This is an optimization exercise on Yosys and OpenROAD, whose aim is small area, a short achievable clock period and few clock cycles, not a production implementation.
No functional check of the RTL was part of any run shown here.
No activity file was given, so power comes from the tool's default toggle rates.

<file path="design/flow/run.sh">
#!/bin/bash
# synth_recipe.tcl (not shown) runs the flow's synth.tcl, then flattens the netlist and writes it again
# the make line also repeats each setting of config.mk as NAME=value (left out here)
make -C /OpenROAD-flow-scripts/flow DESIGN_CONFIG=/design/flow/config.mk WORK_HOME=/design/flow/orfs CLKGATE_MAP_FILE= SYNTH_SCRIPT=/design/flow/synth_recipe.tcl finish
</file>
<file path="design/flow/config.mk">
export PLATFORM = sky130hd
export DESIGN_NAME = ram_stream_buffer
export DESIGN_NICKNAME = ram_stream_buffer
export VERILOG_FILES = /design/flow/design.v
export SDC_FILE = /design/flow/constraint.sdc
export NUM_CORES = 4
export LEC_CHECK = 0
export ABC_CLOCK_PERIOD_IN_PS = 2400
export CAP_MARGIN = 20
export CORE_MARGIN = 2
export CORE_UTILIZATION = 40
export SETUP_SLACK_MARGIN = 2.6
export SLEW_MARGIN = 20
</file>
<file path="design/flow/constraint.sdc">
create_clock -name core_clock -period 5.0 [get_ports {clk}]
set_input_delay 1.0000 -clock core_clock [delete_from_list [all_inputs] [get_ports {clk}]]
set_output_delay 1.0000 -clock core_clock [all_outputs]
set_load 0.01 [all_outputs]
</file>
<file path="design/flow/design.v">
module ram_stream_buffer #(
  parameter int DATA_WIDTH = 128,
  parameter int ADDR_WIDTH = 8,
  parameter int ENT_NUM    = 16,
  parameter int CNT_WIDTH  = 5,
  parameter int BYTE_W     = 4
) (
  input  logic                    clk,
  input  logic                    rst_n,
  input  logic                    ctrl_vld,
  output logic                    ctrl_rdy,
  input  logic [ADDR_WIDTH-1:0]   ctrl_start_addr,
  input  logic [CNT_WIDTH-1:0]    ctrl_ent_num,
  input  logic                    ctrl_dir,
  input  logic [BYTE_W-1:0]       ctrl_start_byte,
  input  logic [BYTE_W-1:0]       ctrl_end_byte,
  output logic                    ram_read_vld,
  output logic [ADDR_WIDTH-1:0]   ram_read_addr,
  input  logic                    ram_read_rdy,
  input  logic                    ram_rsp_vld,
  input  logic [DATA_WIDTH-1:0]   ram_rsp_data,
  output logic                    mxu_vld,
  output logic [DATA_WIDTH-1:0]   mxu_data,
  output logic [DATA_WIDTH/8-1:0] mxu_byte_en,
  output logic                    mxu_last,
  input  logic                    mxu_rdy,
  output logic                    busy,
  output logic                    done
);
  localparam int NBYTES = DATA_WIDTH / 8;
  localparam int ARR_N  = ENT_NUM - 1;      
  localparam int PW     = $clog2(ENT_NUM + 1);
  localparam int JOBS   = 4;                
  localparam int JW     = $clog2(JOBS);
  logic accept, acc_real;
  logic zpend_q;             
  logic idle;                
  assign accept   = ctrl_vld & ctrl_rdy;
  assign acc_real = accept & (ctrl_ent_num != '0);
  logic                  act_v;        
  logic [ADDR_WIDTH-1:0] act_addr;     
  logic                  act_dir;
  logic [CNT_WIDTH-1:0]  act_rem;      
  logic                  slot_v;       
  logic [ADDR_WIDTH-1:0] slot_addr;
  logic                  slot_dir;
  logic [CNT_WIDTH-1:0]  slot_num;
  logic                  rvld_q;
  logic [PW-1:0]         pend_q;       
  logic [PW-1:0]         pend_d;
  logic [PW-1:0]         outst_q;      
  logic                  outst_nz_q;
  logic fire, act_fin, act_free, act_load_slot, act_load_ctrl, act_v_d;
  logic slot_v_d;
  assign fire     = rvld_q & ram_read_rdy;
  assign act_fin  = fire & (act_rem == CNT_WIDTH'(1));
  assign act_free = ~act_v | act_fin;
  assign act_load_slot = act_free & slot_v;
  assign act_load_ctrl = act_free & ~slot_v & acc_real;
  assign act_v_d  = act_load_slot | act_load_ctrl | (act_v & ~act_fin);
  assign slot_v_d = (slot_v & ~act_free) | (acc_real & ~act_load_ctrl);
  logic [DATA_WIDTH-1:0] arr [ARR_N];
  logic [ARR_N-1:0]      wptr_q, rptr_q;    
  logic [PW-1:0]         acnt_q;            
  logic                  arr_ne_q;
  logic                  head_v;
  logic [DATA_WIDTH-1:0] head_data;
  logic [NBYTES-1:0]     head_be;
  logic                  head_last;
  logic                  done_q;
  logic                  ctrl_rdy_q, busy_q;
  logic push, pop, hload;
  logic [DATA_WIDTH-1:0] arr_rd;
  assign push  = ram_rsp_vld & outst_nz_q;
  assign pop   = head_v & mxu_rdy;
  assign hload = arr_ne_q & (~head_v | mxu_rdy);
  always_comb begin
    arr_rd = '0;
    for (int i = 0; i < ARR_N; i++)
      arr_rd = arr_rd | ({DATA_WIDTH{rptr_q[i]}} & arr[i]);
  end
  logic [BYTE_W-1:0]    q_sb  [JOBS];
  logic [BYTE_W-1:0]    q_eb  [JOBS];
  logic [CNT_WIDTH-1:0] q_nm1 [JOBS];
  logic [JW-1:0]        q_wp, q_rp;
  logic [JW:0]          q_cnt;
  logic [CNT_WIDTH-1:0] ocnt;           
  logic [BYTE_W-1:0]    f_sb, f_eb;
  logic [CNT_WIDTH-1:0] f_nm1;
  logic                 f_first, f_last, q_pop;
  logic [JW:0]          q_cnt_d;
  logic [NBYTES-1:0]    f_be;
  assign f_sb    = q_sb[q_rp];
  assign f_eb    = q_eb[q_rp];
  assign f_nm1   = q_nm1[q_rp];
  assign f_first = (ocnt == '0);
  assign f_last  = (ocnt == f_nm1);
  assign q_pop   = hload & f_last;
  assign q_cnt_d = q_cnt + (JW+1)'(acc_real) - (JW+1)'(q_pop);
  for (genvar b = 0; b < NBYTES; b++) begin : g_be
    assign f_be[b] = (!f_first || (BYTE_W'(b) >= f_sb)) &&
                     (!f_last  || (BYTE_W'(b) <= f_eb));
  end
  assign idle = (q_cnt == '0) & ~head_v;
  logic zdone, zpend_d;
  assign zdone   = idle & (zpend_q | (accept & ~acc_real));
  assign zpend_d = (zpend_q | (accept & ~acc_real)) & ~idle;
  assign pend_d = pend_q + PW'(fire) - PW'(pop);
  assign ctrl_rdy      = ctrl_rdy_q;
  assign busy          = busy_q;
  assign ram_read_vld  = rvld_q;
  assign ram_read_addr = act_addr;
  assign mxu_vld       = head_v;
  assign mxu_data      = head_data;
  assign mxu_byte_en   = head_be;
  assign mxu_last      = head_last;
  assign done          = done_q;
  logic [PW-1:0] outst_d, acnt_d;
  assign outst_d = outst_q + PW'(fire) - PW'(push);
  assign acnt_d  = acnt_q + PW'(push) - PW'(hload);
  always_ff @(posedge clk or negedge rst_n) begin
    if (!rst_n) begin
      act_v      <= 1'b0;
      act_addr   <= '0;
      act_dir    <= 1'b0;
      act_rem    <= '0;
      slot_v     <= 1'b0;
      slot_addr  <= '0;
      slot_dir   <= 1'b0;
      slot_num   <= '0;
      rvld_q     <= 1'b0;
      pend_q     <= '0;
      outst_q    <= '0;
      outst_nz_q <= 1'b0;
      wptr_q     <= ARR_N'(1);
      rptr_q     <= ARR_N'(1);
      acnt_q     <= '0;
      arr_ne_q   <= 1'b0;
      head_v     <= 1'b0;
      head_be    <= '0;
      head_last  <= 1'b0;
      q_wp       <= '0;
      q_rp       <= '0;
      q_cnt      <= '0;
      ocnt       <= '0;
      zpend_q    <= 1'b0;
      done_q     <= 1'b0;
      ctrl_rdy_q <= 1'b1;
      busy_q     <= 1'b0;
    end else begin
      if (act_load_slot) begin
        act_addr <= slot_addr;
        act_dir  <= slot_dir;
        act_rem  <= slot_num;
      end else if (act_load_ctrl) begin
        act_addr <= ctrl_start_addr;
        act_dir  <= ctrl_dir;
        act_rem  <= ctrl_ent_num;
      end else if (fire) begin
        act_addr <= act_dir ? act_addr - ADDR_WIDTH'(1) : act_addr + ADDR_WIDTH'(1);
        act_rem  <= act_rem - CNT_WIDTH'(1);
      end
      act_v <= act_v_d;
      if (acc_real & ~act_load_ctrl) begin
        slot_addr <= ctrl_start_addr;
        slot_dir  <= ctrl_dir;
        slot_num  <= ctrl_ent_num;
      end
      slot_v     <= slot_v_d;
      pend_q     <= pend_d;
      rvld_q     <= act_v_d & (pend_d < PW'(ENT_NUM));
      outst_q    <= outst_d;
      outst_nz_q <= (outst_d != '0);
      if (push)  wptr_q <= {wptr_q[ARR_N-2:0], wptr_q[ARR_N-1]};
      if (hload) rptr_q <= {rptr_q[ARR_N-2:0], rptr_q[ARR_N-1]};
      acnt_q   <= acnt_d;
      arr_ne_q <= (acnt_d != '0);
      head_v   <= hload | (head_v & ~mxu_rdy);
      if (hload) begin
        head_be   <= f_be;
        head_last <= f_last;
      end
      if (acc_real) begin
        q_wp <= q_wp + JW'(1);
      end
      if (q_pop) q_rp <= q_rp + JW'(1);
      q_cnt <= q_cnt_d;
      if (hload) ocnt <= f_last ? '0 : ocnt + CNT_WIDTH'(1);
      zpend_q    <= zpend_d;
      done_q     <= (pop & head_last) | zdone;
      ctrl_rdy_q <= ~slot_v_d & (q_cnt_d < (JW+1)'(JOBS)) & ~zpend_d;
      busy_q     <= ~(~slot_v_d & (q_cnt_d < (JW+1)'(JOBS)) & ~zpend_d);
    end
  end
  always_ff @(posedge clk) begin
    if (acc_real) begin
      q_sb[q_wp]  <= ctrl_start_byte;
      q_eb[q_wp]  <= ctrl_end_byte;
      q_nm1[q_wp] <= ctrl_ent_num - CNT_WIDTH'(1);
    end
  end
  always_ff @(posedge clk) begin
    if (hload) head_data <= arr_rd;
  end
  for (genvar i = 0; i < ARR_N; i++) begin : g_arr
    always_ff @(posedge clk) begin
      if (push & wptr_q[i]) arr[i] <= ram_rsp_data;
    end
  end
endmodule
</file>
==> impl_metrics.toml, run 1 <==
[power_and_ir_drop]
power.leakage_nw = 29.7
power_density_mw_per_mm2 = 429
ir_drop_v = 0.000348

[logic_synthesis]
avgSynthCellArea_um2 = 19.4
syn_inst = 4070
yosys_most_used_dff = "edfxtp_1"
syn_nets = 4263
synth_common_cells = "edfxtp_1 (2100), a22oi_1 (515), clkbuf_1 (189)"
ys_seq_area_share_pct = 83.4
yosysMostFrequentCell = "edfxtp_1"
syn_area_mm2 = 0.0790
ys_top_cells_by_area = "edfxtp_1 (80%), a22oi_1 (4.9%), dfrtp_1 (3.5%)"
async_flop_share_pct = 5.06
synth_top_area_cell = "edfxtp_1"
ys.warnings.count = 2
yosysTopAreaCellShare_pct = 79.9
ys_ff_latch = 2212
ys_types = 66
synth_edf_count = 2100

[critical_path]
path_buf_inv = 2
path_cells = "buf_8, mux2i_2, xnor2_1, nor4_2, a32oi_2, nor2_2, ha_1, inv_1, ha_2, fa_2, xnor2_2, or3_4"
cp_max_fo = 7
worstSetupPathType = "reg2reg"
rr_worst_depth = 12
worstReg2RegEnd = "busy_q"
cpPeakStageDelay_ns = 0.56
cp-start-kind = "flip-flop"
cp_top_family = "adder cells"
endpoint_kind = "flip-flop"
reg2reg_slack_ns = 2.08
worst_path_max_delay_cell = "dfrtp_4"
worstPathRequired_ns = 5.72
crit_arrival_ns = 3.64
r2r_start = "q_rp[1]"

[place]
place_congestion = 0.776
place_area_mm2 = 0.0862
hpwlAfterDp_um = 120000
numPortBuffers = 313

[finish]
fillers = 16350
final_area_mm2 = 0.0934
nets = 4751
area_growth_pct = 18.3
drive_gt1_share_pct = 16.0
post-route-util_pct = 47.5

[clock_network]
cts_hold_buffers = 0
insertion_delay_ns = 0.85
clk_pin_slew_ns = 0.06
clock-sinks = 2212
cts_buffer_depth = 3
cts_made_buffers = 214
root_buffer = "clkbuf_16"
cts_tree = "built"
htree_num_levels = 4

[global_route]
grt_usage_pct = 22.3
grt_pass1_wl_um = 320000
grt_pass1_vias = 43854
grt-ovfl-total = 0
antenna_found_initial = 34
grt_max_degree = 123

[drt]
drc_errors = 0
wl_met1_um = 90300
dr_wl_met2_um = 112000
routed_wl_um = 228000
post_drt_wl_per_cell_um = 30.8
top_layer_used = "met5"
wl_met3_um = 19600
vias_per_cell = 5.94
drtPass1Iterations = 6
vias = 43903
drtAntennaViolNets = 0
dr.first_iter.drc_count = 5407

[worst_hold_path]
hold_class = "in2async"

[sta]
clock_skew_ns = 0.0551
rsz0062_at_grt = "yes"
max_freq_mhz = 343
post-route-period-util_pct = 58.4
worstMarginPinSlew_ns = 1.06
relSlewSlack_pct = 29.3
period_needed_ns = 2.92
setup_tns_ns = 0
hold_viol_final = 0
setup-violations-final = 0
drv_slew = 0

[floorplanning]
core_area_mm2 = 0.197
die_h_um = 448
die_x_um = 448
start_util_pct = 40.1
rows = 163
dieArea_mm2 = 0.201
num_io_pins = 314

[run_status]
outcome = "timing/DRC/antenna clean"

[run]
cap_viol_max_count = 0
[metal layers]
layer | GRT usage, % | up-vias
li1 | - | 18226
met3 | 3.86 | 353
met1 | 30.4 | 23131
met5 | 0 | -
met4 | 6.57 | 28
met2 | 36.7 | 2165
[stage by stage]
step / setup slack (ns) / cells / total power [mW] / hold slack (ns)
after global placement: 0.854 / 6907 / 24.5 / 0.460
after CTS: 2.09 / 7347 / 40.1 / 0.0705
after global routing: 1.95 / 7390 / 41.4 / 0.0996
final: 2.08 / 7394 / 40.0 / 0.107
after detailed placement: 0.881 / 6907 / 24.5 / 0.468
after floorplan: 1.50 / 4070 / 23.1 / 0.441
[power by group]
group | internal [mW] | switching (mW)
Sequential | 20.8 | 0.423
Combinational | 1.45 | 1.72
Clock | 8.74 | 6.87
[layout make-up]
cell class                      instances  area (µm²)  share of cell area (%)
Clock inverter                        112        1010                    1.09
Inverter                               51         214                   0.229
Sequential cell                      2212       65900                    70.6
Antenna cell                           15        37.5                  0.0402
Tap cell                             2640        3300                    3.54
Clock buffer                          285        5690                    6.10
Timing Repair Buffer                  505        4870                    5.22
Multi-Input combinational cell       1574       12300                    13.2
[state kept, by name (all words and copies together), names as in the netlist, 2 cells and up]
| name | flops |
|---|---|
| slot_addr | 8 |
| q_sb | 16 |
| ocnt | 5 |
| q_wp | 2 |
| q_nm1 | 20 |
| q_rp | 2 |
| q_cnt | 3 |
| act_rem | 5 |
| pend_q | 5 |
| outst_q | 5 |
| head_be | 16 |
| acnt_q | 5 |
| arr | 1920 |
| slot_num | 5 |
| wptr_q | 15 |
| rptr_q | 15 |
| act_addr | 8 |
| head_data | 128 |
| q_eb | 16 |
[layout by cell type (no fill, tap or decap), types with 20 or more instances in the layout]
master,n
buf_4,115
edfxtp_1,2100
inv_1,40
a22oi_1,515
a21oi_1,33
clkinv_1,41
a22o_1,129
buf_2,129
buf_6,36
nand4_1,128
a21o_1,22
nor2_1,26
and3_1,128
o21ai_0,20
xnor2_1,26
clkbuf_16,215
ha_1,25
dfrtp_1,89
nand2_1,84
buf_12,67
clkinv_2,34
clkbuf_1,65
clkdlybuf4s50_1,151
a222oi_1,129
a221oi_1,128
[how the worst max path moves through the flow]
stage | startpoint | end | depth (start not counted)
floorplan | mxu_rdy | arr_ne_q | 15
global placement | ram_read_rdy | outst_nz_q | 15
detailed placement | ram_read_rdy | outst_nz_q | 15
CTS | q_rp[1] | busy_q | 12
global route | q_rp[1] | busy_q | 12
finish | q_rp[1] | busy_q | 12
[repair_timing]
action | 4_1_cts | 5_1_grt
buffers inserted | 41 | 32
gates resized for setup | 721 | 39
gates cloned | 2 | 0
pin swaps | 26 | 16
endpoints found under the setup margin | 630 | 223
[logic make-up (layout without fill, tap and decap cells)]
| logic type | Yosys count | count (layout) | synth area share [%] |
|---|---|---|---|
| muxes | 34 | 34 | 0.577 |
| AOI/OAI and AO/OA | 1024 | 1025 | 10.4 |
| DFF | 2212 | 2212 | 83.4 |
| other | 0 | 15 | 0 |
| adders and majority gates | 37 | 37 | 0.634 |
| buffers and inverters | 286 | 953 | 1.42 |
| xor gates and xnor gates | 37 | 37 | 0.410 |
| and+or+nand+nor | 440 | 441 | 3.16 |
==> run 2, diff against run 1 <==
--- a/design/flow/design.v
+++ b/design/flow/design.v
@@ -30,8 +30,8 @@
   localparam int NBYTES = DATA_WIDTH / 8;
   localparam int ARR_N  = ENT_NUM - 1;      
   localparam int PW     = $clog2(ENT_NUM + 1);
-  localparam int JOBS   = 4;                
-  localparam int JW     = $clog2(JOBS);
+  localparam int QD     = 2;                
+  localparam int QW     = $clog2(QD);
   logic accept, acc_real;
   logic zpend_q;             
   logic idle;                
@@ -79,29 +79,32 @@
     for (int i = 0; i < ARR_N; i++)
       arr_rd = arr_rd | ({DATA_WIDTH{rptr_q[i]}} & arr[i]);
   end
-  logic [BYTE_W-1:0]    q_sb  [JOBS];
-  logic [BYTE_W-1:0]    q_eb  [JOBS];
-  logic [CNT_WIDTH-1:0] q_nm1 [JOBS];
-  logic [JW-1:0]        q_wp, q_rp;
-  logic [JW:0]          q_cnt;
-  logic [CNT_WIDTH-1:0] ocnt;           
+  logic                 fv;             
   logic [BYTE_W-1:0]    f_sb, f_eb;
-  logic [CNT_WIDTH-1:0] f_nm1;
-  logic                 f_first, f_last, q_pop;
-  logic [JW:0]          q_cnt_d;
+  logic [CNT_WIDTH-1:0] f_left;         
+  logic                 f_first, f_last;
+  logic [BYTE_W-1:0]    q_sb  [QD];
+  logic [BYTE_W-1:0]    q_eb  [QD];
+  logic [CNT_WIDTH-1:0] q_nm1 [QD];
+  logic [QW-1:0]        q_wp, q_rp;
+  logic [QW:0]          q_cnt;
+  logic                 q_ne;
+  logic fpop, f_free, f_from_q, f_from_ctrl, q_push, fv_d;
+  logic [QW:0]          q_cnt_d;
   logic [NBYTES-1:0]    f_be;
-  assign f_sb    = q_sb[q_rp];
-  assign f_eb    = q_eb[q_rp];
-  assign f_nm1   = q_nm1[q_rp];
-  assign f_first = (ocnt == '0);
-  assign f_last  = (ocnt == f_nm1);
-  assign q_pop   = hload & f_last;
-  assign q_cnt_d = q_cnt + (JW+1)'(acc_real) - (JW+1)'(q_pop);
+  assign fpop        = hload & f_last;
+  assign f_free      = ~fv | fpop;
+  assign q_ne        = (q_cnt != '0);
+  assign f_from_q    = f_free & q_ne;
+  assign f_from_ctrl = f_free & ~q_ne & acc_real;
+  assign q_push      = acc_real & ~f_from_ctrl;
+  assign fv_d        = f_from_q | f_from_ctrl | (fv & ~fpop);
+  assign q_cnt_d     = q_cnt + (QW+1)'(q_push) - (QW+1)'(f_from_q);
   for (genvar b = 0; b < NBYTES; b++) begin : g_be
     assign f_be[b] = (!f_first || (BYTE_W'(b) >= f_sb)) &&
                      (!f_last  || (BYTE_W'(b) <= f_eb));
   end
-  assign idle = (q_cnt == '0) & ~head_v;
+  assign idle = ~fv & ~head_v;
   logic zdone, zpend_d;
   assign zdone   = idle & (zpend_q | (accept & ~acc_real));
   assign zpend_d = (zpend_q | (accept & ~acc_real)) & ~idle;
@@ -142,7 +145,12 @@
       q_wp       <= '0;
       q_rp       <= '0;
       q_cnt      <= '0;
-      ocnt       <= '0;
+      fv         <= 1'b0;
+      f_sb       <= '0;
+      f_eb       <= '0;
+      f_left     <= '0;
+      f_last     <= 1'b0;
+      f_first    <= 1'b0;
       zpend_q    <= 1'b0;
       done_q     <= 1'b0;
       ctrl_rdy_q <= 1'b1;
@@ -180,20 +188,35 @@
         head_be   <= f_be;
         head_last <= f_last;
       end
-      if (acc_real) begin
-        q_wp <= q_wp + JW'(1);
-      end
-      if (q_pop) q_rp <= q_rp + JW'(1);
+      if (q_push)   q_wp <= q_wp + QW'(1);
+      if (f_from_q) q_rp <= q_rp + QW'(1);
       q_cnt <= q_cnt_d;
-      if (hload) ocnt <= f_last ? '0 : ocnt + CNT_WIDTH'(1);
+      fv    <= fv_d;
+      if (f_from_q) begin
+        f_sb    <= q_sb[q_rp];
+        f_eb    <= q_eb[q_rp];
+        f_left  <= q_nm1[q_rp];
+        f_last  <= (q_nm1[q_rp] == '0);
+        f_first <= 1'b1;
+      end else if (f_from_ctrl) begin
+        f_sb    <= ctrl_start_byte;
+        f_eb    <= ctrl_end_byte;
+        f_left  <= ctrl_ent_num - CNT_WIDTH'(1);
+        f_last  <= (ctrl_ent_num == CNT_WIDTH'(1));
+        f_first <= 1'b1;
+      end else if (hload) begin
+        f_left  <= f_left - CNT_WIDTH'(1);
+        f_last  <= (f_left == CNT_WIDTH'(1));
+        f_first <= 1'b0;
+      end
       zpend_q    <= zpend_d;
       done_q     <= (pop & head_last) | zdone;
-      ctrl_rdy_q <= ~slot_v_d & (q_cnt_d < (JW+1)'(JOBS)) & ~zpend_d;
-      busy_q     <= ~(~slot_v_d & (q_cnt_d < (JW+1)'(JOBS)) & ~zpend_d);
+      ctrl_rdy_q <= ~slot_v_d & (q_cnt_d < (QW+1)'(QD)) & ~zpend_d;
+      busy_q     <= ~(~slot_v_d & (q_cnt_d < (QW+1)'(QD)) & ~zpend_d);
     end
   end
   always_ff @(posedge clk) begin
-    if (acc_real) begin
+    if (q_push) begin
       q_sb[q_wp]  <= ctrl_start_byte;
       q_eb[q_wp]  <= ctrl_end_byte;
       q_nm1[q_wp] <= ctrl_ent_num - CNT_WIDTH'(1);
==> design/flow/config.mk (replaced) <==
export PLATFORM = sky130hd
export DESIGN_NAME = ram_stream_buffer
export DESIGN_NICKNAME = ram_stream_buffer
export VERILOG_FILES = /design/flow/design.v
export SDC_FILE = /design/flow/constraint.sdc
export NUM_CORES = 4
export LEC_CHECK = 0
export ABC_CLOCK_PERIOD_IN_PS = 2300
export CAP_MARGIN = 20
export CORE_MARGIN = 2
export CORE_UTILIZATION = 60
export SETUP_SLACK_MARGIN = 2.7
export SLEW_MARGIN = 20
==> run 2 against run 1 <==
Net effect:
- sequential power barely moved
- fmax rose by 18%
- final cell count fell by 12%
- critical path depth rose by 2
- combinational power rose by 7.6%
- largest power group unchanged
- critical path type is now in2reg
- global-route usage rose by 10 points
- still clean
- final area fell by 1.9%
- worst setup slack improved by 0.44 ns
- register-to-register slack improved by 0.45 ns
- power fell by 0.71%
==> impl_metrics.toml, run 2 <==
[logic_synthesis]
synthXorXnorAreaFrac_pct = 0.301
syn_area_mm2 = 0.0786
ys_seq_area_share_pct = 83.1
yosysTopAreaCellShare_pct = 79.3
ys.warnings.count = 2
ys_types = 65
ys_ff_latch = 2194
synth_common_cells = "edfxtp_1 (2074), a22oi_1 (516), clkbuf_1 (210)"
syn_nets = 4295
synth_edf_count = 2074
async_flop_share_pct = 5.47
syn_inst = 4105
muxShareOfSynthArea_pct = 0.365
yosys_most_used_dff = "edfxtp_1"
avgSynthCellArea_um2 = 19.1
synthAdderAreaFrac_pct = 0.580
yosysMostFrequentCell = "edfxtp_1"
synth_compound_area_share_pct = 11.0
synth_top_area_cell = "edfxtp_1"
synth_top_family_by_area = "compound AO/OA/AOI/OAI gates"
yosys.area_share.simple_pct = 3.26
ys_top_cells_by_area = "edfxtp_1 (79%), a22oi_1 (4.9%), dfrtp_1 (3.7%)"

[critical_path]
path_cells = "dlygate4sd2_1, nand2b_4, nand2_8, inv_16, ha_4, inv_2, ha_4, inv_2, fa_2, inv_2, a21o_1, a21oi_2, xnor2_1, or4_1"
worstSetupPathType = "in2reg"
endpoint_kind = "flip-flop"
cp_max_fo = 4
worst_path_max_delay_cell = "or4_1"
crit_top_cell = "inv_2"
worstPathRequired_ns = 5.71
cp-start-kind = "primary input"
startpoint = "mxu_rdy"
r2r_start = "head_v"
crit_arrival_ns = 3.19
cp_top_family = "simple AND/OR/NAND/NOR gates"
path_buf_inv = 5
cpPeakStageDelay_ns = 0.40

[place]
place_area_mm2 = 0.0845
place_congestion = 0.790
numPortBuffers = 313
preCtsSetupSlack_ns = 0.926
dp_cells = 6030
hpwlAfterDp_um = 110000

[finish]
drive_gt1_share_pct = 15.9
final_area_mm2 = 0.0916
stdcell_count = 6510
regMostFlops = "arr"
final_cell_mix = "edfxtp_1 (2074), a22oi_1 (516), clkbuf_16 (216), buf_2 (149), clkdlybuf4s50_1 (146)"
fillers = 8111
reg.largest.list = "arr x1920, head_data x128, head_be x16"
nets = 4782
area_growth_pct = 16.6
post-route-util_pct = 70.7
layout_commonest_cell = "edfxtp_1"
largest_reg_flops = 1920

[sta]
period_needed_ns = 2.48
setup_tns_ns = 0
drv_slew = 0
hold_viol_final = 0
fin_hold_ws_ns = 0.235
clock_skew_ns = 0.0401
post-route-period-util_pct = 49.5
max_freq_mhz = 404
fin_ws_ns = 2.52
relSlewSlack_pct = 43.9
setup-violations-final = 0
worstMarginPinSlew_ns = 0.842
rsz0062_at_grt = "yes"

[clock_network]
cts_tree = "built"
root_buffer = "clkbuf_16"
cts_buffer_depth = 3
clk_pin_slew_ns = 0.06
cts_made_buffers = 210
htree_num_levels = 4
clock-sinks = 2194
insertion_delay_ns = 0.84

[floorplanning]
die_h_um = 366
num_io_pins = 314
dieArea_mm2 = 0.134
start_util_pct = 60.6
die_x_um = 366
core_area_mm2 = 0.130
rows = 132

[global_route]
grt_pass1_vias = 43801
grt-ovfl-total = 0
grt_max_degree = 78
grt_pass1_wl_um = 313000
grt_usage_pct = 32.4
antenna_found_initial = 20

[drt]
vias_per_cell = 6.90
drtAntennaViolNets = 0
vias = 44914
drc_errors = 0
dr.first_iter.drc_count = 6167
drtPass1Iterations = 9
routed_wl_um = 220000
post_drt_wl_per_cell_um = 33.7

[power_and_ir_drop]
internal_power_mw = 30.9
p_total_mw = 39.8
seq_power_share_pct = 53.3
power_density_mw_per_mm2 = 434
clkPwrFrac_pct = 38.1
power.leakage_nw = 29.7
ir_drop_v = 0.000402
power_switching_share_pct = 22.2
p_comb_share_pct = 8.6
p_sw_mw = 8.84

[worst_hold_path]
hold_class = "in2async"

[run_status]
outcome = "timing/DRC/antenna clean"

[run]
cap_viol_max_count = 0
## run 2: repair_timing
action | 4_1_cts | 5_1_grt
endpoints found under the setup margin | 1702 | 200
hold buffers | 0 | 0
pin swaps | 15 | 14
setup buffers | 58 | 29
gates resized for setup | 701 | 33
cloned | 4 | 1
## run 2: cell families after synthesis
logic type	after synthesis
DFF	2194
buffers and inverters	292
and+or+nand+nor	457
adders and majority gates	34
xor gates and xnor gates	27
AOI/OAI and AO/OA	1074
muxes	27
## run 2: worst paths after layout
path	cells past startpoint	to	slack [ns]
max	14	arr_ne_q	2.52
min	1	act_addr[0]	0.23
max in group asynchronous	2	rptr_q[2]	3.72
max reg2reg	14	arr_ne_q	2.53
min in group core_clock	1	head_be[6]	0.47
min reg2reg	1	head_be[6]	0.47
## run 2: cell type report
type	instances	area, µm²	share of cell area [%]
antenna	11	27.5	0.0301
clock buffer	281	5700	6.22
clock inverter	96	791	0.863
inverter	46	189	0.206
multi-input combinational	1622	12500	13.6
sequential	2194	65300	71.3
tap	1742	2180	2.38
timing repair buffer	517	4880	5.32
timing repair inverter	1	8.76	0.00956
## run 2: worst register-to-register path: stages, from the launching register on
cell,delay (ns)
dfrtp_2,0.42
buf_6,0.13
nand2b_4,0.11
nand2_8,0.09
inv_16,0.08
ha_4,0.19
inv_2,0.06
ha_4,0.12
inv_2,0.03
fa_2,0.36
inv_2,0.06
a21o_1,0.12
a21oi_2,0.06
xnor2_1,0.13
or4_1,0.40
## run 2: power groups by stage
stage / Sequential, mW / Combinational (mW) / Clock, mW
finish: 21.2 / 3.41 / 15.1
global route: 21.3 / 3.75 / 16.0
CTS: 21.2 / 3.27 / 15.3
detailed placement: 21.6 / 3.20 / 0
global placement: 21.6 / 3.16 / 0
floorplan: 21.6 / 1.72 / 0
## run 2: per-layer routing
metal  GRT usage, %  wire (µm)  vias to the layer above
met3           6.14      22700                      339
li1               -          -                    18374
met4           7.49       4720                       20
met5              0        136                        -
met1           47.6      87500                    23469
met2           51.2     105000                     2712
==> run 3, diff against run 2 <==
--- a/design/flow/config.mk
+++ b/design/flow/config.mk
@@ -8,6 +8,6 @@
 export ABC_CLOCK_PERIOD_IN_PS = 2300
 export CAP_MARGIN = 20
 export CORE_MARGIN = 2
-export CORE_UTILIZATION = 60
+export CORE_UTILIZATION = 40
 export SETUP_SLACK_MARGIN = 2.7
 export SLEW_MARGIN = 20
==> run 3 against run 2 <==
Net effect:
- hold slack gained 0.010 ns
- largest cell class unchanged
- clock power grew 3%
- flip-flop and latch count stayed put
- non-clock buffer count decreased by 16
- critical endpoint is now mxu_data[111]
- final cell count is 14% higher
- combinational power increased by 3%
==> impl_metrics.toml, run 3 <==
[sta]
clock_skew_ns = 0.0561
hold_viol_final = 0
worstMarginPinSlew_ns = 0.875
post-route-period-util_pct = 52.6
setup_tns_ns = 0
drv_slew = 0
max_freq_mhz = 380
rsz0062_at_grt = "yes"
relSlewSlack_pct = 41.7
period_needed_ns = 2.63
setup-violations-final = 0

[global_route]
grt_pass1_wl_um = 328000
grt_max_degree = 86
grt-ovfl-total = 0
grt_pass1_vias = 44187
grt_usage_pct = 23.0
antenna_found_initial = 45

[critical_path]
path_cells = "buf_2"
worstPathRequired_ns = 4.00
path_buf_inv = 1
cp-start-kind = "flip-flop"
cpPeakStageDelay_ns = 0.55
cp_top_family = "flip-flops"
cp.depth = 1
rr_worst_depth = 14
worst_path_max_delay_cell = "edfxtp_1"
cp_max_fo = 1
crit_arrival_ns = 1.63
worstSetupPathType = "reg2out"
endpoint_kind = "output pin"

[logic_synthesis]
yosysTopAreaCellShare_pct = 79.3
synth_edf_count = 2074
syn_area_mm2 = 0.0786
ys_ff_latch = 2194
yosys_most_used_dff = "edfxtp_1"
ys_seq_area_share_pct = 83.1
synth_top_area_cell = "edfxtp_1"
ys.warnings.count = 2
syn_nets = 4295
syn_inst = 4105
avgSynthCellArea_um2 = 19.1
ys_top_cells_by_area = "edfxtp_1 (79%), a22oi_1 (4.9%), dfrtp_1 (3.7%)"
ys_types = 65
synth_common_cells = "edfxtp_1 (2074), a22oi_1 (516), clkbuf_1 (210)"
async_flop_share_pct = 5.47
yosysMostFrequentCell = "edfxtp_1"

[finish]
largest_reg_flops = 1920
reg.largest.list = "arr x1920, head_data x128, head_be x16"
area_growth_pct = 18.5
final_cell_mix = "edfxtp_1 (2074), a22oi_1 (516), clkbuf_16 (212), clkdlybuf4s50_1 (146), buf_2 (135)"
nets = 4768
drive_gt1_share_pct = 16.1
layout_commonest_cell = "edfxtp_1"
regMostFlops = "arr"

[drt]
post_drt_wl_per_cell_um = 31.6
top_layer_used = "met5"
wl_met1_um = 92400
drtPass1Iterations = 6
routed_wl_um = 234000
dr_wl_met2_um = 115000
wl_met3_um = 19300
drtAntennaViolNets = 0
drc_errors = 0
dr.first_iter.drc_count = 5382
vias_per_cell = 5.98
vias = 44265

[floorplanning]
num_io_pins = 314
die_h_um = 447
die_x_um = 447
rows = 162
core_area_mm2 = 0.195
start_util_pct = 40.3
dieArea_mm2 = 0.200

[clock_network]
cts_made_buffers = 209
root_buffer = "clkbuf_16"
cts_buffer_depth = 3
clk_pin_slew_ns = 0.06
cts_tree = "built"
insertion_delay_ns = 0.87
clock-sinks = 2194
htree_num_levels = 4

[worst_hold_path]
hold_class = "in2async"

[run_status]
outcome = "timing/DRC/antenna clean"

[place]
place_congestion = 0.821
hpwlAfterDp_um = 117000
numPortBuffers = 313

[run]
cap_viol_max_count = 0

[power_and_ir_drop]
power.leakage_nw = 29.7
p_total_mw = 40.4
power_density_mw_per_mm2 = 434
ir_drop_v = 0.000281
run 3: cell counts after synthesis:
Identical to the previous run, type by type.
run 3: layer usage:
layer | vias up | global-route usage [%]
li1 | 18357 | -
met1 | 23432 | 30.9
met2 | 2124 | 38.2
met3 | 330 | 3.97
met4 | 22 | 6.85
met5 | - | 0
run 3: path summary, 6_finish.rpt:
path / from / end / slack, ns
max: head_data[111] / mxu_data[111] / 2.37
min: rst_n / slot_addr[7] / 0.25
max reg2reg: head_v / arr_ne_q / 2.50
min reg2reg: head_be[10] / head_be[10] / 0.48
max in group asynchronous: rst_n / slot_v / 3.59
min in group core_clock: head_be[10] / head_be[10] / 0.48
run 3: power breakdown:
| group | switching, mW | leakage [nW] | total, mW | internal (mW) |
|---|---|---|---|---|
| Sequential | 0.512 | 20.2 | 21.2 | 20.7 |
| Clock | 6.97 | 3.28 | 15.6 | 8.68 |
| Combinational | 1.89 | 6.25 | 3.52 | 1.63 |
run 3: cells by family after synthesis:
kind of cell / synth area share (%)
xor gates and xnor gates: 0.301
and+or+nand+nor: 3.26
DFF: 83.1
AOI/OAI and AO/OA: 11.0
buffers and inverters: 1.44
muxes: 0.365
adders and majority gates: 0.580
run 3: layout make-up:
cell class / instances / area (µm²)
sequential: 2194 / 65300
inverter: 46 / 194
antenna: 23 / 57.6
timing repair inverter: 1 / 8.76
timing repair buffer: 501 / 4890
fill: 16275 / 102000
multi-input combinational: 1625 / 12500
tap: 2624 / 3280
clock inverter: 136 / 1300
clock buffer: 252 / 5440
run 3: per-stage QoR:
stage | setup slack (ns) | utilization, % | hold slack, ns | area, µm² | std cells
floorplan | 1.60 | - | 0.441 | 78700 | 4105
global placement | 0.975 | 44.0 | 0.462 | 85700 | 6913
detailed placement | 0.920 | 44.0 | 0.465 | 85700 | 6913
CTS | 2.29 | 47.5 | 0.223 | 92600 | 7360
global route | 2.35 | 47.7 | 0.276 | 93000 | 7400
finish | 2.37 | 47.7 | 0.245 | 93100 | 7402
run 3: repair_timing:
item	in CTS	in global routing
pin swaps	20	19
endpoints found under the setup margin	750	358
hold buffers	0	0
cloned	5	3
setup buffers	54	16
resized for setup	739	49

-- re-timing with driven ports --
No port has a modelled driver above. Below, the same layouts with a new extraction and two added sets of constraints. Step 1: set_driving_cell puts a clkbuf_16 on clk and a buf_2 on each other input, an assumption about the parent block. Step 2 adds t to the input delays and takes it off the output delays; t is the mean of the earliest and latest rising clock arrival at the registers after step 1. Input paths then give back, and output paths get back, about the clock's delay inside the block. a / b / c = ideal ports / drivers / drivers and shift; a / b = the first two.
run	shift t [ns]	slack for setup (ns)	latest minus earliest clock arrival (ns)	worst data-port slew with drivers (ns)
run 1	0.916	2.081 / 2.081 / 1.259	0.055 / 0.056	0.18
run 2	0.907	2.524 / 2.449 / 1.673	0.041 / 0.041	0.18
run 3	0.924	2.370 / 2.289 / 1.594	0.058 / 0.057	0.19
After both steps setup and hold are still met in every run listed. For run 2, which loses most, drivers alone change the setup slack by -0.075 ns; drivers and shift together by -0.851 ns.
